What follows belongs to an exercise in optimizing a design on an open flow for small area, a short achievable clock period and few clock cycles per item; a production flow would make more cautious choices.
No functional check of the RTL was part of any run shown here.
No activity file was given, so power comes from the tool's default toggle rates.

===== flow/design.v =====
package muldiv_pkg;
  typedef enum logic [2:0] {
    MD_MUL    = 3'b000,
    MD_MULH   = 3'b001,
    MD_MULHSU = 3'b010,
    MD_MULHU  = 3'b011,
    MD_DIV    = 3'b100,
    MD_DIVU   = 3'b101,
    MD_REM    = 3'b110,
    MD_REMU   = 3'b111
  } md_func_t;
  typedef enum logic [2:0] {
    ST_IDLE = 3'd0,
    ST_MUL  = 3'd1,
    ST_DIV  = 3'd2,
    ST_FIX  = 3'd3,
    ST_DONE = 3'd4
  } md_state_t;
  function automatic logic is_div(input md_func_t f);
    is_div = (f == muldiv_pkg::MD_DIV) || (f == muldiv_pkg::MD_DIVU) || (f == muldiv_pkg::MD_REM) || (f == muldiv_pkg::MD_REMU);
  endfunction
endpackage
module div_iter #(
  parameter int DWIDTH = 32
) (
  input  logic              clock,
  input  logic              reset,
  input  logic              load,
  input  logic [DWIDTH-1:0] dividend,
  input  logic [DWIDTH-1:0] divisor,
  output logic [DWIDTH-1:0] quotient,
  output logic [DWIDTH-1:0] remainder,
  output logic              last
);
  localparam int CW = $clog2(DWIDTH + 1);
  logic [DWIDTH-1:0] r_rem;
  logic [DWIDTH-1:0] r_quo;
  logic [DWIDTH-1:0] r_dvs;
  logic [CW-1:0]     r_cnt;
  logic [DWIDTH:0]   w_shift;
  logic [DWIDTH:0]   w_trial;
  assign w_shift = {r_rem, r_quo[DWIDTH-1]};
  assign w_trial = w_shift - {1'b0, r_dvs};
  always_ff @(posedge clock) begin
    if (reset) begin
      r_rem <= '0;
      r_quo <= '0;
      r_dvs <= '0;
      r_cnt <= '0;
    end else if (load) begin
      r_rem <= '0;
      r_quo <= dividend;
      r_dvs <= divisor;
      r_cnt <= CW'(DWIDTH);
    end else if (r_cnt != '0) begin
      if (!w_trial[DWIDTH]) begin
        r_rem <= w_trial[DWIDTH-1:0];
        r_quo <= {r_quo[DWIDTH-2:0], 1'b1};
      end else begin
        r_rem <= w_shift[DWIDTH-1:0];
        r_quo <= {r_quo[DWIDTH-2:0], 1'b0};
      end
      r_cnt <= r_cnt - CW'(1);
    end
  end
  assign quotient  = r_quo;
  assign remainder = r_rem;
  assign last      = (r_cnt == CW'(1));
endmodule
module muldiv_seq #(
  parameter int DWIDTH    = 32,
  parameter int FRAC_BITS = 29
) (
  input  logic              clock,
  input  logic              reset,
  input  logic              start,
  input  logic              kill,
  input  logic [2:0]        MDFunc,
  input  logic [DWIDTH-1:0] A,
  input  logic [DWIDTH-1:0] B,
  output logic [DWIDTH-1:0] MDOut,
  output logic              busy,
  output logic              done
);
  localparam int W = 46;   
  logic [31:0]  r_a;       
  logic [31:0]  r_b;       
  logic [2:0]   r_f;
  logic [W-1:0] r_s;       
  logic [W-1:0] r_c;       
  logic         r_cy;      
  logic         r_bp;      
  logic [31:0]  r_out;
  logic         r_busy, r_done;
  logic         st_m, st_fin, st_da, st_ds, st_di;
  logic [4:0]   r_cnt;
  logic [5:0]   r_ca, r_cb;
  logic         r_nq, r_nr;
  wire rk  = reset | kill;
  wire acc = start & ~r_busy & ~rk;
  wire        sgn_a = ~(r_f[1] & r_f[0]);
  wire        sgn_b = ~r_f[1];
  wire [34:0] ax    = {{3{sgn_a & r_a[31]}}, r_a};
  wire [8:0]  bb    = {r_b[7:0], r_bp};
  logic [W-1:0] pp [4];
  logic [3:0]   bneg;
  always_comb begin
    for (int t = 0; t < 4; t++) begin
      logic one, two, ng;
      logic [34:0] m;
      ng  = bb[2*t+2];
      one = bb[2*t+1] ^ bb[2*t];
      two = (bb[2*t+2] & ~bb[2*t+1] & ~bb[2*t]) | (~bb[2*t+2] & bb[2*t+1] & bb[2*t]);
      m   = ({35{one}} & ax) | ({35{two}} & {ax[33:0], 1'b0});
      m   = m ^ {35{ng}};
      pp[t]   = {{(W-35){m[34]}}, m} << (2*t);
      bneg[t] = ng;
    end
  end
  wire [W-1:0] x0 = pp[0];
  wire [W-1:0] x1 = pp[1] | {{(W-1){1'b0}}, bneg[0]};
  wire [W-1:0] x2 = pp[2] | {{(W-3){1'b0}}, bneg[1], 2'b0};
  wire [W-1:0] x3 = pp[3] | {{(W-5){1'b0}}, bneg[2], 4'b0};
  wire [W-1:0] x4 = {{8{r_s[W-1]}}, r_s[W-1:8]};
  wire [W-1:0] x5 = {{8{r_c[W-1]}}, r_c[W-1:8]};
  wire [W-1:0] s1 = x0 ^ x1 ^ x2;
  wire [W-1:0] c1 = {((x0 & x1) | (x0 & x2) | (x1 & x2)), 1'b0};
  wire [W-1:0] s2 = x3 ^ x4 ^ x5;
  wire [W-1:0] c2 = {((x3 & x4) | (x3 & x5) | (x4 & x5)), 1'b0};
  wire [W-1:0] s3 = s1 ^ c1 ^ s2;
  wire [W-1:0] c3 = {((s1 & c1) | (s1 & s2) | (c1 & s2)), 1'b0};
  wire [W-1:0] ts = s3 ^ c3 ^ c2;
  wire [W-1:0] tc = {((s3 & c3) | (s3 & c2) | (c3 & c2)), 1'b0};
  wire [8:0]  chunk = {1'b0, r_s[7:0]} + {1'b0, r_c[7:1], r_cy};
  wire [39:0] fin   = r_s[39:0] + {r_c[39:1], r_cy};
  wire        m_last = st_m & (r_cnt == (sgn_b ? 5'd3 : 5'd4));
  logic [31:0] mres;
  always_comb begin
    case (r_f[1:0])
      2'd0:    mres = {fin[7:0], r_b[31:8]};
      2'd1:    mres = fin[FRAC_BITS-24 +: 32];
      default: mres = fin[31:0];
    endcase
  end
  wire [W-1:0] s_init = ({{(W-1){1'b0}}, B[7]}  << 14) | ({{(W-1){1'b0}}, B[15]} << 22) |
                        ({{(W-1){1'b0}}, B[23]} << 30) | ({{(W-1){1'b0}}, B[31]} << 38);
  function automatic logic [2:0] lz8(input logic [7:0] x);
    casez (x)
      8'b1???????: lz8 = 3'd0;
      8'b01??????: lz8 = 3'd1;
      8'b001?????: lz8 = 3'd2;
      8'b0001????: lz8 = 3'd3;
      8'b00001???: lz8 = 3'd4;
      8'b000001??: lz8 = 3'd5;
      8'b0000001?: lz8 = 3'd6;
      default:     lz8 = 3'd7;
    endcase
  endfunction
  function automatic logic [5:0] clz32(input logic [31:0] x);
    logic z3, z2, z1, z0;
    z3 = (x[31:24] == 8'd0);
    z2 = (x[23:16] == 8'd0);
    z1 = (x[15:8]  == 8'd0);
    z0 = (x[7:0]   == 8'd0);
    if (!z3)      clz32 = {3'b000, lz8(x[31:24])};
    else if (!z2) clz32 = {3'b001, lz8(x[23:16])};
    else if (!z1) clz32 = {3'b010, lz8(x[15:8])};
    else if (!z0) clz32 = {3'b011, lz8(x[7:0])};
    else          clz32 = 6'd32;
  endfunction
  wire        na = ~r_f[0] & r_a[31];
  wire        nb = ~r_f[0] & r_b[31];
  wire [31:0] ua = na ? -r_a : r_a;
  wire [31:0] ub = nb ? -r_b : r_b;
  wire [6:0]  sd      = {1'b0, r_cb} - {1'b0, r_ca};
  wire        dz      = r_cb[5];
  wire        ds_skip = st_ds & (sd[6] | dz);
  wire [32:0] trial   = {1'b0, r_a} - {1'b0, r_b};
  wire        qb      = ~trial[32];
  wire        di_last = st_di & (r_cnt == 5'd0);
  wire        isrem = r_f[1];
  wire [31:0] dsel  = isrem ? r_a : r_c[31:0];
  wire        dng   = isrem ? r_nr : r_nq;
  wire [31:0] dneg  = (dsel ^ {32{dng}}) + {31'd0, dng};
  wire [31:0] dres  = (dz & ~isrem) ? 32'hFFFF_FFFF : dneg;
  wire fin_next = m_last | ds_skip | di_last;
  wire m_next   = (acc & ~MDFunc[2]) | (st_m & ~m_last);
  wire da_next  = acc & MDFunc[2];
  wire ds_next  = st_da;
  wire di_next  = (st_ds & ~ds_skip) | (st_di & ~di_last);
  always_ff @(posedge clock) begin
    if (rk) begin
      st_m   <= 1'b0;
      st_da  <= 1'b0;
      st_ds  <= 1'b0;
      st_di  <= 1'b0;
      st_fin <= 1'b0;
      r_busy <= 1'b0;
      r_done <= 1'b0;
    end else begin
      st_m   <= m_next;
      st_da  <= da_next;
      st_ds  <= ds_next;
      st_di  <= di_next;
      st_fin <= fin_next;
      r_busy <= m_next | da_next | ds_next | di_next;
      r_done <= st_fin;
    end
  end
  always_ff @(posedge clock) begin
    if (!r_busy) begin
      r_a <= A;
      r_b <= B;
      r_f <= MDFunc;
    end else if (st_m) begin
      r_b <= {chunk[7:0], r_b[31:8]};
    end else if (st_da) begin
      r_a <= ua;
      r_b <= ub;
    end else if (st_ds) begin
      r_b <= r_b << sd[4:0];
    end else if (st_di) begin
      if (qb) r_a <= trial[31:0];
      r_b <= r_b >> 1;
    end
    r_s <= r_busy ? ts : s_init;
    if (st_m)       r_c <= tc;
    else if (st_di) r_c <= {r_c[W-2:0], qb};
    else            r_c <= '0;
    if (!r_busy) begin
      r_cy <= 1'b0;
      r_bp <= 1'b0;
    end else if (st_m) begin
      r_cy <= chunk[8];
      r_bp <= r_b[7];
    end
    if (!r_busy)     r_cnt <= 5'd0;
    else if (st_m)   r_cnt <= r_cnt + 5'd1;
    else if (st_ds)  r_cnt <= sd[4:0];
    else if (st_di)  r_cnt <= r_cnt - 5'd1;
    if (st_da) begin
      r_ca <= clz32(ua);
      r_cb <= clz32(ub);
      r_nq <= na ^ nb;
      r_nr <= na;
    end
    r_out <= r_f[2] ? dres : mres;
  end
  assign MDOut = r_out;
  assign busy  = r_busy;
  assign done  = r_done;
endmodule

===== flow/run.sh =====
#!/bin/bash
# synth_recipe.tcl (not shown) runs the flow's synth.tcl, then flattens the netlist and writes it again
# the make line also repeats each setting of config.mk as NAME=value (left out here)
make -C /OpenROAD-flow-scripts/flow DESIGN_CONFIG=/design/flow/config.mk WORK_HOME=/design/flow/orfs CLKGATE_MAP_FILE= SYNTH_SCRIPT=/design/flow/synth_recipe.tcl finish

===== flow/config.mk =====
export PLATFORM = sky130hd
export DESIGN_NAME = muldiv_seq
export DESIGN_NICKNAME = muldiv_seq
export VERILOG_FILES = /design/flow/design.v
export SDC_FILE = /design/flow/constraint.sdc
export NUM_CORES = 4
export LEC_CHECK = 0
export CAP_MARGIN = 20
export CORE_MARGIN = 2
export CORE_UTILIZATION = 40
export PLACE_DENSITY = 0.6
export SLEW_MARGIN = 20

===== flow/constraint.sdc =====
create_clock -name core_clock -period 10.0 [get_ports {clock}]
set_input_delay 2.0000 -clock core_clock [delete_from_list [all_inputs] [get_ports {clock}]]
set_output_delay 2.0000 -clock core_clock [all_outputs]
set_load 0.01 [all_outputs]

==> flow_summary.yaml, run 1 <==
run_status:
  status: "complete, no violations"
layout:
  fill_cells: 6200
  final_area_sq_um: 27650
  syn2layout_area_growth_pct: 10.13
  final_cells: 3872
  final_common_cell: "inv_1"
  layout-drive-gt1-share_pct: 6.361
  multi_input_area_sq_um: 18000
  area.sequential_sq_um: 5104
  mostFrequentLayoutCells: "inv_1 (316), xnor2_1 (266), nand2_1 (237)"
  nNetsFinal: 3324
route:
  vias_per_cell: 6.131
  drt_wl_total_um: 100700
  wl_per_cell_um: 26.01
  num_vias: 23740
  drt_first_iter_violations: 2604
  drcViolationCount: 0
  first_pass_iters: 6
  postRouteAntennaNets: 0
critical_path:
  crit_chain: "buf_4 > inv_1 > ha_1 > mux2_2 > o21ai_0 > xnor2_1 > fa_1 > inv_1 > fa_1 > inv_1 > fa_1 > mux2_2"
  critPathTopFamily: "adder cells"
  crit_required_ps: 10480
  cp_slowest_cell: "mux2_2"
  slowest_delay_ps: 650
  worst-path-max-fanout: 43
  cp.arrival_ps: 5220
  critPathCaptureType: "flip-flop"
  cp-start-kind: "flip-flop"
  worst-path-buf-inv: 4
  path_class: "flip-flop to flip-flop"
synthesis:
  syn_inst: 3056
  netlist_area_sq_um: 25110
  ys_warn_count: 2
  yosys_register_bits: 214
  ys.flop_type: "dfxtp_1"
  synth_cell_types: 99
  synth_fp_nets: 3367
  yosysSeqAreaShare_pct: 20.29
  synth_area_per_cell_sq_um: 8.215
  synth_edf_count: 81
  ys_async_sr_fraction_pct: 0
clock_tree:
  post-cts-setup-buffers: 0
  hold_buffers: 0
  ctsResizeCount: 0
  cts_tree: "yes"
  cts_max_path_buffers: 3
  clock_latency_ps: 600
  htreeDepth: 1
  cts-buffers-inserted: 29
  root_buffer: "clkbuf_16"
  clkSinkCount: 214
  path_clk_slew_ps: 60
min_path:
  hp-class: "flip-flop to flip-flop"
timing:
  whs_ps: 446.7
  period_minus_slack_ps: 4745
  finalHoldViolations: 0
  finalSetupViolCount: 0
  setup_tns_ps: 0
  fin_worst_skew_ps: 28.04
  fmax_mhz: 210.7
  worst_slew_pin_slew_ps: 1104
  fin_crit_sh_pct: 47.45
  maxSlewViolCount: 0
  relSlewSlack_pct: 26.42
  rsz0062_at_grt: "false"
die:
  fp.dieArea_sq_um: 64780
  start_util_pct: 40.61
  coreArea_sq_um: 61830
  die_w_um: 254.5
  rows: 91
  die_h_um: 254.5
  boundaryPins: 105
global_route:
  grt.total_usage_pct: 30.69
  grt_pass1_wl_um: 149500
  grt_max_degree: 65
  grt_pass1_vias: 23040
  gr-total-overflow: 0
  antenna_found_initial: 1
pwr:
  p_per_area_nw_per_um2: 228.4
  leakage_nw: 11.13
  ir_worst_vdd_mv: 0.1390
place:
  post_dp_cell_area_sq_um: 26750
  dpl.hpwl_um: 76100
  port_buffers: 104
  gp_congestion: 0.9736
  dp.cells: 3819
flow_run:
  max_cap_violations: 0
[cell type report]
type                    count  area share [%]
diodes                      1        0.009051
clock buffers              42           3.028
clock inverters            10          0.2082
inverters                 321           4.358
multi-input cells        2296           65.11
flip-flops and latches    214           18.46
well taps                 837           3.788
repair buffers            151           5.041
[routing by layer]
layer | vias to the layer above | track usage [%] | part of all wire, %
li1 | 10580 | - | -
met1 | 11670 | 43.68 | 44
met2 | 1300 | 45.99 | 43
met3 | 194 | 5.981 | 9.7
met4 | 0 | 11.19 | 3.9
met5 | - | 0 | 0
[stage by stage]
step | power, mW | utilization, % | setup WS (ps)
finish | 6.314 | 44.72 | 5255
global placement | 5.162 | 43.25 | 5386
CTS | 6.275 | 44.71 | 5285
floorplan | 3.903 | - | 3178
global route | 6.855 | 44.71 | 4977
detailed placement | 5.235 | 43.26 | 5308
[report_power, final]
group / internal, mW / total (mW) / switching, mW
logic: 1.56 / 3.94 / 2.38
clock network: 0.577 / 1.02 / 0.443
registers: 1.09 / 1.35 / 0.263
total: 3.22 / 6.31 / 3.09
[state kept, by name, summed over array words and instances (netlist names), 3 cells and up]
signal  flops
r_cb        6
r_s        41
r_c        46
r_f         3
r_b        32
r_a        32
r_ca        6
r_out      32
r_cnt       5
[Yosys cell counts (12+ instances only)]
master	instances	area share, %
a211oi_1	33	0.99
a21o_1	47	1.4
a21oi_1	186	3.7
a221oi_1	20	0.70
a22o_1	13	0.45
a22oi_1	138	4.1
a31oi_1	21	0.52
and2_1	47	1.2
and3_1	15	0.37
buf_1	22	0.33
buf_2	12	0.24
clkbuf_1	186	2.8
dfxtp_1	133	11
edfxtp_1	81	9.7
fa_1	150	12
ha_1	90	4.5
inv_1	317	4.7
mux2_2	33	1.5
mux2i_1	94	3.7
mux4_2	13	1.2
nand2_1	238	3.6
nand2b_1	18	0.45
nand3_1	42	0.84
nand4_1	22	0.55
nor2_1	221	3.3
nor2b_1	15	0.37
nor3_1	59	1.2
nor4_1	15	0.37
o211ai_1	21	0.63
o21a_1	20	0.60
o21ai_0	140	2.8
o21bai_1	13	0.39
o22ai_1	14	0.35
o31ai_1	14	0.42
xnor2_1	269	9.4
xor2_1	64	2.2
[final timing paths]
check                    startpoint                end  slack, ps  depth (start not counted)
setup / recovery   r_b[1]$_DFFE_PP_    r_s[38]$_DFF_P_       5250                         12
hold reg to reg   st_fin$_SDFF_PP0_  r_done$_SDFF_PP0_        450                          1
hold / removal    st_fin$_SDFF_PP0_  r_done$_SDFF_PP0_        450                          1
setup reg to reg   r_b[1]$_DFFE_PP_    r_s[38]$_DFF_P_       5250                         12
[logic make-up after synthesis]
group                      after synthesis  share of synthesized area, %
AOI/OAI and AO/OA                      820                         22.20
xor gates and xnor gates               334                         11.68
adders and majority gates              240                         16.45
buffers and inverters                  546                         8.288
DFF                                    214                         20.29
muxes                                  143                         6.574
and+or+nand+nor                        759                         14.52
==> inputs of run 2 (changes only) <==
--- a/flow/config.mk
+++ b/flow/config.mk
@@ -7,2 +7,3 @@
 export LEC_CHECK = 0
+export ABC_CLOCK_PERIOD_IN_PS = 3000
 export CAP_MARGIN = 20
==> run 2 against run 1 <==
Area after synthesis stayed put. Maximum frequency did not move. Sequential power hardly changed. Worst setup slack is the same. Final cell count is the same. Clock-buffer cell count is the same. Clock skew stayed put. Non-clock buffer count unchanged. Via count is the same. Power unchanged. Sequential share of layout area did not move. Clock power about the same. Critical path type unchanged. Critical endpoint unchanged.
==> flow_summary.yaml, run 2 <==
run_status:
  status: "complete, no violations"
critical_path:
  critPathCaptureType: "flip-flop"
  worst-path-buf-inv: 4
  r2r_setup_slack_ps: 5250
  worst-path-max-fanout: 43
  critPathTopFamily: "adder cells"
  path_class: "flip-flop to flip-flop"
  worstSetupStartpoint: "r_b[1]$_DFFE_PP_"
  cp-start-kind: "flip-flop"
  cp.arrival_ps: 5220
  cp_slowest_cell: "mux2_2"
  crit_required_ps: 10480
  crit-reg2reg-launch: "r_b[1]$_DFFE_PP_"
  crit_chain: "buf_4 > inv_1 > ha_1 > mux2_2 > o21ai_0 > xnor2_1 > fa_1 > inv_1 > fa_1 > inv_1 > fa_1 > mux2_2"
  slowest_delay_ps: 650
timing:
  period_minus_slack_ps: 4745
  worst_slew_pin_slew_ps: 1104
  fin_crit_sh_pct: 47.45
  relSlewSlack_pct: 26.42
  finalHoldViolations: 0
  rsz0062_at_grt: "false"
  finalSetupViolCount: 0
  fin_worst_skew_ps: 28.04
  setup_tns_ps: 0
  maxSlewViolCount: 0
  fmax_mhz: 210.7
route:
  num_vias: 23740
  m1WireLength_um: 44160
  top_layer: "met4"
  drcViolationCount: 0
  first_pass_iters: 6
  dr_wl_met2_um: 42880
  drt_wl_total_um: 100700
  vias_per_cell: 6.131
  met3_length_um: 9772
  drt_first_iter_violations: 2604
  postRouteAntennaNets: 0
  wl_per_cell_um: 26.01
die:
  boundaryPins: 105
  die_h_um: 254.5
  start_util_pct: 40.61
  rows: 91
  coreArea_sq_um: 61830
  fp.dieArea_sq_um: 64780
  die_w_um: 254.5
synthesis:
  netlist_area_sq_um: 25110
  synth_largest_area_cell: "fa_1"
  yosysSeqAreaShare_pct: 20.29
  synth_cell_types: 99
  synth_area_per_cell_sq_um: 8.215
  ys.flop_type: "dfxtp_1"
  synth_edf_count: 81
  synthTopCellsByArea: "fa_1 (12%), dfxtp_1 (11%), edfxtp_1 (9.7%)"
  synth_fp_nets: 3367
  yosysMostFrequentCell: "inv_1"
  yosys_register_bits: 214
  ys_async_sr_fraction_pct: 0
  syn_inst: 3056
  synth.top_cell.area_share_pct: 11.96
  ys_warn_count: 2
  synth.top_cells.by_count: "inv_1 (317), xnor2_1 (269), nand2_1 (238)"
layout:
  syn2layout_area_growth_pct: 10.13
  largest_reg_flops: 46
  mostFrequentLayoutCells: "inv_1 (316), xnor2_1 (266), nand2_1 (237)"
  fin_util_pct: 44.72
  layout-drive-gt1-share_pct: 6.361
  largestRegisters: "r_c (46), r_s (41)"
  final_area_sq_um: 27650
  fill_cells: 6200
  final_common_cell: "inv_1"
  largest_register: "r_c"
  nNetsFinal: 3324
global_route:
  grt_max_degree: 65
  antenna_found_initial: 1
  grt_pass1_wl_um: 149500
  grt_pass1_vias: 23040
  grt.total_usage_pct: 30.69
  gr-total-overflow: 0
place:
  post_dp_cell_area_sq_um: 26750
  dpl.hpwl_um: 76100
  gp_congestion: 0.9736
  port_buffers: 104
clock_tree:
  path_clk_slew_ps: 60
  ctsResizeCount: 0
  htreeDepth: 1
  cts-buffers-inserted: 29
  clkSinkCount: 214
  cts_tree: "yes"
  root_buffer: "clkbuf_16"
  hold_buffers: 0
  cts_max_path_buffers: 3
  post-cts-setup-buffers: 0
  clock_latency_ps: 600
flow_run:
  max_cap_violations: 0
min_path:
  hp-class: "flip-flop to flip-flop"
  min_from: "st_fin$_SDFF_PP0_"
pwr:
  leakage_nw: 11.13
  ir_worst_vdd_mv: 0.1390
  p_per_area_nw_per_um2: 228.4
## run 2: area by class of cell
class                      count  area (sq um)  share of cell area (%)
inverter                     321          1205                   4.358
multi-input combinational   2296         18000                   65.11
tap                          837          1047                   3.788
clock buffer                  42         837.1                   3.028
clock inverter                10         57.56                  0.2082
sequential                   214          5104                   18.46
timing repair buffer         151          1394                   5.041
antenna                        1         2.502                0.009051
## run 2: layer usage
metal | vias to the layer above | global-route usage, %
li1 | 10580 | -
met1 | 11670 | 43.68
met2 | 1300 | 45.99
met3 | 194 | 5.981
met4 | 0 | 11.19
met5 | - | 0
## run 2: path summary, 6_finish.rpt
check / to / cells past startpoint
setup / recovery: r_s[38]$_DFF_P_ / 12
hold / removal: r_done$_SDFF_PP0_ / 1
hold reg to reg: r_done$_SDFF_PP0_ / 1
setup reg to reg: r_s[38]$_DFF_P_ / 12
## run 2: cell families (layout without fill, tap and decap cells)
kind of cell / Yosys count / count (layout) / synth area share [%]
AO/OA/AOI/OAI: 820 / 820 / 22.20
XOR/XNOR: 334 / 334 / 11.68
adder cells (fa/ha/maj): 240 / 240 / 16.45
buffers and inverters: 546 / 524 / 8.288
flip-flops: 214 / 214 / 20.29
multiplexers: 143 / 143 / 6.574
other: 0 / 1 / 0
AND/OR/NAND/NOR: 759 / 759 / 14.52
## run 2: metrics by stage
stage | hold slack (ps) | power [mW] | setup slack, ps | instances
after global placement | 425.6 | 5.162 | 5386 | 3819
after global routing | 462.1 | 6.855 | 4977 | 3871
after floorplan | 405.7 | 3.903 | 3178 | 3056
after detailed placement | 427.7 | 5.235 | 5308 | 3819
final | 446.7 | 6.314 | 5255 | 3872
after CTS | 450.1 | 6.275 | 5285 | 3871
## run 2: worst reg2reg max path, delay by kind of cell (launching register included)
family | cells | cell delay, ps
flip-flops | 1 | 360
buffers and inverters | 4 | 930
XOR/XNOR | 1 | 620
AO/OA/AOI/OAI | 1 | 230
adder cells (fa/ha/maj) | 4 | 1580
multiplexers | 2 | 910
## run 2: report_power, final
group	switching (mW)	internal, mW	total [mW]	leakage (nW)
logic	2.38	1.56	3.94	8.77
clock network	0.443	0.577	1.02	0.445
registers	0.263	1.09	1.35	1.92
total	3.09	3.22	6.31	11.1
==> inputs of run 3 (changes only) <==
--- a/flow/design.v
+++ b/flow/design.v
@@ -87,2 +87,3 @@
   logic [31:0]  r_b;       
+  logic         r_bx;      
   logic [2:0]   r_f;
@@ -91,3 +92,4 @@
   logic         r_cy;      
-  logic         r_bp;      
+  logic         r_first;   
+  logic [3:0]   r_p1, r_p2, r_n1, r_n2;   
   logic [31:0]  r_out;
@@ -103,17 +105,18 @@
   wire [34:0] ax    = {{3{sgn_a & r_a[31]}}, r_a};
-  wire [8:0]  bb    = {r_b[7:0], r_bp};
+  wire [34:0] ax2   = {ax[33:0], 1'b0};
   logic [W-1:0] pp [4];
-  logic [3:0]   bneg;
   always_comb begin
     for (int t = 0; t < 4; t++) begin
-      logic one, two, ng;
       logic [34:0] m;
-      ng  = bb[2*t+2];
-      one = bb[2*t+1] ^ bb[2*t];
-      two = (bb[2*t+2] & ~bb[2*t+1] & ~bb[2*t]) | (~bb[2*t+2] & bb[2*t+1] & bb[2*t]);
-      m   = ({35{one}} & ax) | ({35{two}} & {ax[33:0], 1'b0});
-      m   = m ^ {35{ng}};
-      pp[t]   = {{(W-35){m[34]}}, m} << (2*t);
-      bneg[t] = ng;
-    end
+      m     = ({35{r_p1[t]}} & ax) | ({35{r_p2[t]}} & ax2) |
+              ({35{r_n1[t]}} & ~ax) | ({35{r_n2[t]}} & ~ax2);
+      pp[t] = {{(W-35){m[34]}}, m} << (2*t);
+    end
+  end
+  wire [3:0] bneg = r_n1 | r_n2;
+  logic [W-1:0] kconst;
+  always_comb begin
+    kconst = '0;
+    for (int j = 0; j < 4; j++)
+      kconst[8*j+6] = r_b[8*j+7] & ~(r_b[8*j+6] & r_b[8*j+5]);
   end
@@ -123,4 +126,4 @@
   wire [W-1:0] x3 = pp[3] | {{(W-5){1'b0}}, bneg[2], 4'b0};
-  wire [W-1:0] x4 = {{8{r_s[W-1]}}, r_s[W-1:8]};
-  wire [W-1:0] x5 = {{8{r_c[W-1]}}, r_c[W-1:8]};
+  wire [W-1:0] x4 = r_first ? kconst : {{8{r_s[W-1]}}, r_s[W-1:8]};
+  wire [W-1:0] x5 = r_first ? '0     : {{8{r_c[W-1]}}, r_c[W-1:8]};
   wire [W-1:0] s1 = x0 ^ x1 ^ x2;
@@ -133,3 +136,3 @@
   wire [W-1:0] tc = {((s3 & c3) | (s3 & c2) | (c3 & c2)), 1'b0};
-  wire [8:0]  chunk = {1'b0, r_s[7:0]} + {1'b0, r_c[7:1], r_cy};
+  wire [8:0]  chunk = r_first ? 9'd0 : ({1'b0, r_s[7:0]} + {1'b0, r_c[7:1], r_cy});
   wire [39:0] fin   = r_s[39:0] + {r_c[39:1], r_cy};
@@ -144,4 +147,16 @@
   end
-  wire [W-1:0] s_init = ({{(W-1){1'b0}}, B[7]}  << 14) | ({{(W-1){1'b0}}, B[15]} << 22) |
-                        ({{(W-1){1'b0}}, B[23]} << 30) | ({{(W-1){1'b0}}, B[31]} << 38);
+  wire [8:0] nbits = r_busy ? {r_b[15:8], r_b[7]} : {B[7:0], 1'b0};
+  logic [3:0] e_p1, e_p2, e_n1, e_n2;
+  always_comb begin
+    for (int t = 0; t < 4; t++) begin
+      logic b2, b1, b0;
+      b2 = nbits[2*t+2];
+      b1 = nbits[2*t+1];
+      b0 = nbits[2*t];
+      e_p1[t] = ~b2 & (b1 ^ b0);
+      e_p2[t] = ~b2 & b1 & b0;
+      e_n1[t] = b2 & (b1 ^ b0);
+      e_n2[t] = b2 & ~b1 & ~b0;
+    end
+  end
   function automatic logic [2:0] lz8(input logic [7:0] x);
@@ -177,4 +192,22 @@
   wire        ds_skip = st_ds & (sd[6] | dz);
-  wire [32:0] trial   = {1'b0, r_a} - {1'b0, r_b};
-  wire        qb      = ~trial[32];
+  wire [32:0] dalign  = {r_b, 1'b0} << {sd[4:1], 1'b0};
+  wire [34:0] rem = {3'b000, r_a};
+  wire [34:0] d0  = {2'b00, r_bx, r_b};
+  wire [34:0] d1  = {3'b000, r_bx, r_b[31:1]};
+  wire [34:0] tA  = rem - d0;
+  wire [34:0] tB  = rem - d1;
+  wire [34:0] u0  = rem ^ ~d0 ^ ~d1;
+  wire [34:0] u1  = {((rem & ~d0) | (rem & ~d1) | (~d0 & ~d1)), 1'b0};
+  wire [34:0] tC  = u0 + u1 + 35'd2;
+  wire        q1  = ~tA[34];
+  wire        q2  = q1 ? ~tC[34] : ~tB[34];
+  logic [31:0] rem2;
+  always_comb begin
+    case ({q1, q2})
+      2'b11:   rem2 = tC[31:0];
+      2'b10:   rem2 = tA[31:0];
+      2'b01:   rem2 = tB[31:0];
+      default: rem2 = r_a;
+    endcase
+  end
   wire        di_last = st_di & (r_cnt == 5'd0);
@@ -220,21 +253,20 @@
     end else if (st_ds) begin
-      r_b <= r_b << sd[4:0];
+      {r_bx, r_b} <= dalign;
     end else if (st_di) begin
-      if (qb) r_a <= trial[31:0];
-      r_b <= r_b >> 1;
-    end
-    r_s <= r_busy ? ts : s_init;
-    if (st_m)       r_c <= tc;
-    else if (st_di) r_c <= {r_c[W-2:0], qb};
-    else            r_c <= '0;
-    if (!r_busy) begin
-      r_cy <= 1'b0;
-      r_bp <= 1'b0;
-    end else if (st_m) begin
-      r_cy <= chunk[8];
-      r_bp <= r_b[7];
-    end
+      r_a <= rem2;
+      {r_bx, r_b} <= {2'b00, r_bx, r_b[31:2]};
+    end
+    r_first <= ~r_busy;
+    r_p1 <= e_p1;
+    r_p2 <= e_p2;
+    r_n1 <= e_n1;
+    r_n2 <= e_n2;
+    r_s <= ts;
+    if (st_di)      r_c <= {r_c[W-3:0], q1, q2};
+    else if (st_ds) r_c <= '0;
+    else            r_c <= tc;
+    if (st_m) r_cy <= chunk[8];
     if (!r_busy)     r_cnt <= 5'd0;
     else if (st_m)   r_cnt <= r_cnt + 5'd1;
-    else if (st_ds)  r_cnt <= sd[4:0];
+    else if (st_ds)  r_cnt <= {1'b0, sd[4:1]};
     else if (st_di)  r_cnt <= r_cnt - 5'd1;
--- a/flow/config.mk
+++ b/flow/config.mk
@@ -7,3 +7,2 @@
 export LEC_CHECK = 0
-export ABC_CLOCK_PERIOD_IN_PS = 3000
 export CAP_MARGIN = 20
==> run 3 against run 2 <==
Critical path depth up 10. First-iteration DRC count up 59%. Global-route usage up 1.9 points. Sequential cell count up 17. Non-clock buffer count up 44. Clock skew up 7.7 ps. Critical endpoint is now r_a[19]$_DFFE_PP_.
==> flow_summary.yaml, run 3 <==
run_status:
  status: "complete, no violations"
global_route:
  grt_max_degree: 78
  grt_busiest_layer: "met2"
  antenna_found_initial: 4
  gr-total-overflow: 0
  met3_usage_pct: 6.090
  grt.total_usage_pct: 32.60
  grt_pass1_wl_um: 192700
  grt_pass1_vias: 28760
  grtUsageMet2_pct: 50.41
  grt_use_met1_pct: 42.27
die:
  start_util_pct: 40.55
  coreArea_sq_um: 76200
  die_w_um: 282.0
  die_h_um: 282.0
  rows: 101
  fp.dieArea_sq_um: 79500
  boundaryPins: 105
timing:
  finalHoldViolations: 0
  worst_slew_pin_slew_ps: 1186
  fin_worst_skew_ps: 35.70
  fin_crit_sh_pct: 80.14
  period_minus_slack_ps: 8014
  finalSetupViolCount: 0
  fmax_mhz: 124.8
  setup_tns_ps: 0
  relSlewSlack_pct: 20.62
  rsz0062_at_grt: "false"
  maxSlewViolCount: 0
  whs_ps: 456.3
min_path:
  min_from: "st_fin$_SDFF_PP0_"
  holdPathStages: 1
  min_to: "r_done$_SDFF_PP0_"
  hp-class: "flip-flop to flip-flop"
critical_path:
  cp_slowest_cell: "edfxtp_1"
  r2r-end: "r_a[19]$_DFFE_PP_"
  critPathTopFamily: "compound AO/OA/AOI/OAI gates"
  slowest_delay_ps: 910
  path_class: "flip-flop to flip-flop"
  crit-reg2reg-launch: "r_a[2]$_DFFE_PP_"
  cp.arrival_ps: 8250
  cp-start-kind: "flip-flop"
  critPathCaptureType: "flip-flop"
  r2r_setup_slack_ps: 1990
  crit_required_ps: 10240
  crit_top_cell: "ha_1"
  worstSetupStartpoint: "r_a[2]$_DFFE_PP_"
  worst-path-max-fanout: 38
  crit_chain: "clkinv_1 > fa_1 > inv_1 > ha_1 > ha_1 > fa_1 > a211o_1 > a211oi_2 > nor2_1 > a211o_1 > a41oi_2 > o31ai_1 > a311oi_1 > nor4_1 > o31ai_1 > ha_1 > buf_4 > inv_1 > o21ai_0 > a21o_1 > nand2_1 > buf_4"
  ff2ff_path_depth: 22
  worst-path-buf-inv: 5
pwr:
  ir_worst_vdd_mv: 0.1282
  p_per_area_nw_per_um2: 260.0
  leakage_nw: 14.14
route:
  drt_wl_total_um: 132100
  num_vias: 30370
  drcViolationCount: 0
  first_pass_iters: 7
  postRouteAntennaNets: 0
  wl_per_cell_um: 27.59
  vias_per_cell: 6.343
  drt_first_iter_violations: 4150
synthesis:
  ys_warn_count: 2
  ys.flop_type: "dfxtp_1"
  synth_cell_types: 108
  synth_edf_count: 83
  yosysMostFrequentCell: "inv_1"
  synth.top_cell.area_share_pct: 11.98
  netlist_area_sq_um: 30900
  synthTopCellsByArea: "fa_1 (12%), dfxtp_1 (9.6%), edfxtp_1 (8.1%)"
  synth.top_cells.by_count: "inv_1 (299), nor2_1 (255), a21oi_1 (244)"
  syn_inst: 3783
  yosysSeqAreaShare_pct: 17.65
  ys_async_sr_fraction_pct: 0
  synth_area_per_cell_sq_um: 8.169
  synth_largest_area_cell: "fa_1"
  synth_fp_nets: 4226
  yosys_register_bits: 231
clock_tree:
  htreeDepth: 1
  cts_max_path_buffers: 3
  cts-buffers-inserted: 28
  cts_tree: "yes"
  post-cts-setup-buffers: 0
  ctsResizeCount: 0
  path_clk_slew_ps: 70
  hold_buffers: 0
  clkSinkCount: 231
  clock_latency_ps: 600
  root_buffer: "clkbuf_16"
place:
  port_buffers: 104
  dpl.hpwl_um: 101400
  gp_congestion: 1.028
layout:
  largest_register: "r_c"
  layout-drive-gt1-share_pct: 6.255
  largestRegisters: "r_c (46), r_s (41)"
  final_common_cell: "inv_1"
  mostFrequentLayoutCells: "inv_1 (298), nor2_1 (253), a21oi_1 (244)"
  largest_reg_flops: 46
  nNetsFinal: 4178
  fill_cells: 7640
  fin_util_pct: 44.46
  syn2layout_area_growth_pct: 9.640
flow_run:
  max_cap_violations: 0
## run 3: final cells by class
| cell class | instances | area (sq um) | area share (%) |
|---|---|---|---|
| Clock buffer | 38 | 865.8 | 2.555 |
| Clock inverter | 14 | 143.9 | 0.4247 |
| Multi-Input combinational cell | 2965 | 23200 | 68.48 |
| Sequential cell | 231 | 5475 | 16.16 |
| Antenna cell | 1 | 2.502 | 0.007386 |
| Inverter | 314 | 1179 | 3.479 |
| Timing Repair Buffer | 195 | 1724 | 5.089 |
| Tap cell | 1030 | 1289 | 3.804 |
## run 3: logic make-up after synthesis
family	count (synthesis)	share of synthesized area (%)
xor+xnor	271	7.681
mux	90	3.105
fa+ha+maj	372	19.56
buf+inv	587	7.393
flops	231	17.65
compound gates	1200	27.31
simple gates	1032	17.30
## run 3: how the worst max path moves through the flow
stage / endpoint / slack, ps / depth (start not counted)
floorplan: r_a[10]$_DFFE_PP_ / 3750 / 22
global placement: r_a[10]$_DFFE_PP_ / 2320 / 22
detailed placement: r_a[10]$_DFFE_PP_ / 2150 / 22
CTS: r_a[10]$_DFFE_PP_ / 2120 / 22
global route: r_a[19]$_DFFE_PP_ / 1670 / 22
finish: r_a[19]$_DFFE_PP_ / 1990 / 22
## run 3: worst reg2reg max path, stage by stage, from the launching register on
cell and delay, ps:
edfxtp_1 910, clkinv_1 540, fa_1 660, inv_1 40
ha_1 270, ha_1 230, fa_1 490, a211o_1 320
a211oi_2 210, nor2_1 120, a211o_1 400, a41oi_2 360
o31ai_1 270, a311oi_1 440, nor4_1 110, o31ai_1 410
ha_1 310, buf_4 270, inv_1 410, o21ai_0 150
a21o_1 220, nand2_1 60, buf_4 430
## run 3: per-layer routing
| layer | up-vias | share of wire (%) |
|---|---|---|
| li1 | 13510 | - |
| met1 | 14610 | 39 |
| met2 | 1840 | 43 |
| met3 | 399 | 10 |
| met4 | 6 | 7.3 |
| met5 | - | 0.030 |
## run 3: through the flow
step / worst slack (ps) / total power, mW / cells / instance area, sq um
final: 1986 / 8.808 / 4788 / 33880
after global routing: 1669 / 9.398 / 4787 / 33880
after CTS: 2124 / 8.711 / 4787 / 33880
after detailed placement: 2150 / 7.527 / 4735 / 32870
after global placement: 2324 / 7.533 / 4735 / 32870
after floorplan: 3754 / 5.516 / 3783 / 30900
## run 3: report_power, final
group / internal [mW] / leakage [nW] / switching [mW]
Sequential: 1.29 / 2.09 / 0.342
Combinational: 2.33 / 11.6 / 3.71
Clock: 0.664 / 0.495 / 0.483
==> inputs of run 4 (changes only) <==
--- a/flow/config.mk
+++ b/flow/config.mk
@@ -9,4 +9,4 @@
 export CORE_MARGIN = 2
-export CORE_UTILIZATION = 40
-export PLACE_DENSITY = 0.6
+export CORE_UTILIZATION = 60
+export PLACE_DENSITY = 0.75
 export SLEW_MARGIN = 20
==> run 4 against run 3 <==
Global-route usage is 17 points higher. Sequential cell count stayed put. Clock skew is 25 ps higher. Highest routed layer unchanged.
==> flow_summary.yaml, run 4 <==
critical_path:
  worst-path-max-fanout: 38
  critPathCaptureType: "flip-flop"
  r2r-end: "r_a[11]$_DFFE_PP_"
  crit_path_end: "r_a[11]$_DFFE_PP_"
  r2r_setup_slack_ps: 1500
  crit-reg2reg-launch: "r_a[2]$_DFFE_PP_"
  worstSetupStartpoint: "r_a[2]$_DFFE_PP_"
  ff2ff_path_depth: 22
  cp.arrival_ps: 8760
  path_class: "flip-flop to flip-flop"
  crit_required_ps: 10270
  cp-start-kind: "flip-flop"
min_path:
  holdPathStages: 1
  hp-class: "flip-flop to flip-flop"
layout:
  final_common_cell: "inv_1"
  largestRegisters: "r_c (46), r_s (41)"
  fill_cells: 4237
  largest_reg_flops: 46
  final_cells: 4443
  area.sequential_sq_um: 5461
  nNetsFinal: 4177
  largest_register: "r_c"
  multi_input_area_sq_um: 23200
  mostFrequentLayoutCells: "inv_1 (298), nor2_1 (251), a21oi_1 (244)"
  layout-drive-gt1-share_pct: 6.017
  syn2layout_area_growth_pct: 8.086
global_route:
  antenna_found_initial: 15
  gr-total-overflow: 0
  grt.total_usage_pct: 49.30
  grt_pass1_wl_um: 196900
  grt_pass1_vias: 31230
  grt_max_degree: 79
timing:
  maxSlewViolCount: 0
  rsz0062_at_grt: "false"
  finalHoldViolations: 0
  timing.final.ws_setup_ps: 1504
  setup_tns_ps: 0
  worst_slew_pin_slew_ps: 1314
  finalSetupViolCount: 0
  fin_worst_skew_ps: 60.35
  fin_crit_sh_pct: 84.96
  period_minus_slack_ps: 8496
  fmax_mhz: 117.7
  relSlewSlack_pct: 11.79
clock_tree:
  clock_latency_ps: 630
  cts_max_path_buffers: 3
  clkSinkCount: 231
  hold_buffers: 0
  root_buffer: "clkbuf_16"
  ctsResizeCount: 0
  htreeDepth: 1
  post-cts-setup-buffers: 0
  cts_tree: "yes"
  cts-buffers-inserted: 28
  path_clk_slew_ps: 70
die:
  coreArea_sq_um: 51090
  boundaryPins: 105
  die_w_um: 230.9
  fp.dieArea_sq_um: 53340
  die_h_um: 230.9
  start_util_pct: 60.48
  rows: 83
synthesis:
  yosys_register_bits: 231
  ys_warn_count: 2
  synthTopCellsByArea: "fa_1 (12%), dfxtp_1 (9.6%), edfxtp_1 (8.1%)"
  synth_cell_types: 108
  yosysSeqAreaShare_pct: 17.65
  syn_inst: 3783
  synth_largest_area_cell: "fa_1"
  synth_fp_nets: 4226
  ys.flop_type: "dfxtp_1"
  synth.top_cell.area_share_pct: 11.98
  yosysMostFrequentCell: "inv_1"
  synth_area_per_cell_sq_um: 8.169
  synth_edf_count: 83
  netlist_area_sq_um: 30900
  ys_async_sr_fraction_pct: 0
  synth.top_cells.by_count: "inv_1 (299), nor2_1 (255), a21oi_1 (244)"
run_status:
  status: "complete, no violations"
place:
  dp_slack_ps: 1767
  port_buffers: 104
  gp_congestion: 1.107
  dpl.hpwl_um: 99210
  dp.cells: 4382
route:
  first_pass_iters: 9
  wl_per_cell_um: 30.00
  drcViolationCount: 0
  drt_first_iter_violations: 5406
  vias_per_cell: 7.289
  num_vias: 32380
  postRouteAntennaNets: 0
  drt_wl_total_um: 133300
pwr:
  p_per_area_nw_per_um2: 266.6
  leakage_nw: 14.12
  finalPower_mw: 8.905
  ir_worst_vdd_mv: 0.1697
flow_run:
  max_cap_violations: 0
[run 4: power breakdown]
| group | leakage, nW | internal, mW | switching, mW |
|---|---|---|---|
| Combinational | 11.6 | 2.34 | 3.77 |
| Clock | 0.484 | 0.606 | 0.480 |
| Sequential | 2.09 | 1.29 | 0.427 |
| Total | 14.1 | 4.23 | 4.67 |
[run 4: kinds of logic after synthesis]
logic type	Yosys count	synth area share, %
AOI/OAI and AO/OA	1200	27.31
and+or+nand+nor	1032	17.30
buffers and inverters	587	7.393
adders and majority gates	372	19.56
xor gates and xnor gates	271	7.681
DFF	231	17.65
muxes	90	3.105
[run 4: per-layer routing]
layer | GRT usage [%] | wire [um] | vias to the layer above
met2 | 72.19 | 55220 | 2787
met5 | 0 | 124 | -
met4 | 39.38 | 13380 | 14
met1 | 58.86 | 45640 | 15250
met3 | 16.82 | 18930 | 837
li1 | - | - | 13500
[run 4: area by class of cell]
| cell class | instances | share of cell area, % |
|---|---|---|
| clock buffer | 36 | 2.435 |
| clock inverter | 16 | 0.4458 |
| sequential | 231 | 16.35 |
| antenna | 7 | 0.05244 |
| timing repair buffer | 194 | 5.184 |
| tap | 680 | 2.547 |
| inverter | 314 | 3.529 |
| multi-input combinational | 2965 | 69.45 |
[run 4: how the worst min path moves through the flow]
| stage | start | endpoint |
|---|---|---|
| floorplan | st_fin$_SDFF_PP0_ | r_done$_SDFF_PP0_ |
| global placement | st_fin$_SDFF_PP0_ | r_done$_SDFF_PP0_ |
| detailed placement | st_fin$_SDFF_PP0_ | r_done$_SDFF_PP0_ |
| CTS | st_fin$_SDFF_PP0_ | r_done$_SDFF_PP0_ |
| global route | st_fin$_SDFF_PP0_ | r_done$_SDFF_PP0_ |
| finish | st_fin$_SDFF_PP0_ | r_done$_SDFF_PP0_ |
[run 4: critical path, cell delays in order, from the launching register on]
cell and delay, ps:
edfxtp_1 900, clkinv_1 520, fa_1 660, inv_1 50, ha_1 270, ha_1 230, fa_1 500, a211o_1 320
a211oi_2 220, nor2_1 150, a211o_1 390, a41oi_2 420, o31ai_1 270, a311oi_1 370, nor4_1 100, o31ai_1 460
ha_1 310, buf_4 280, inv_1 450, o21ai_0 150, a21o_1 220, nand2_1 450, buf_4 400
[run 4: stage by stage]
step | area [sq um] | hold slack (ps) | util (%)
2_1_floorplan | 30900 | 405.7 | -
3_3_place_gp | 32390 | 416.3 | 63.39
3_5_place_dp | 32390 | 415.9 | 63.39
4_1_cts | 33350 | 431.4 | 65.27
5_1_grt | 33390 | 449.6 | 65.35
6_report | 33400 | 434.4 | 65.37

==> what the ideal ports hide <==
The results above use ideal ports. As a check the final layouts listed here were re-extracted and re-timed, cells and wires unchanged.
Step 1 assumes that a clkbuf_16 drives the clock port and a buf_2 every other input.
Step 2 also shifts input and output timing later by t, the mid clock arrival at the registers, as if the neighbouring blocks saw the same clock.
Three values: ideal ports, drivers, drivers and shift; two values: the first two.
| run | t (ns) | setup WS [ns] | worst hold slack (ns) | pins driven straight from the clock port |
|---|---|---|---|---|
| run 1 | 0.646 | 5.255 / 5.255 / 5.255 | 0.447 / 0.447 / 0.447 | 1 |
| run 2 | 0.646 | 5.255 / 5.255 / 5.255 | 0.447 / 0.447 / 0.447 | 1 |
| run 3 | 0.651 | 1.986 / 1.986 / 1.986 | 0.456 / 0.456 / 0.456 | 1 |
| run 4 | 0.676 | 1.504 / 1.504 / 1.504 | 0.434 / 0.434 / 0.434 | 1 |
After both steps every run listed still meets setup and hold.
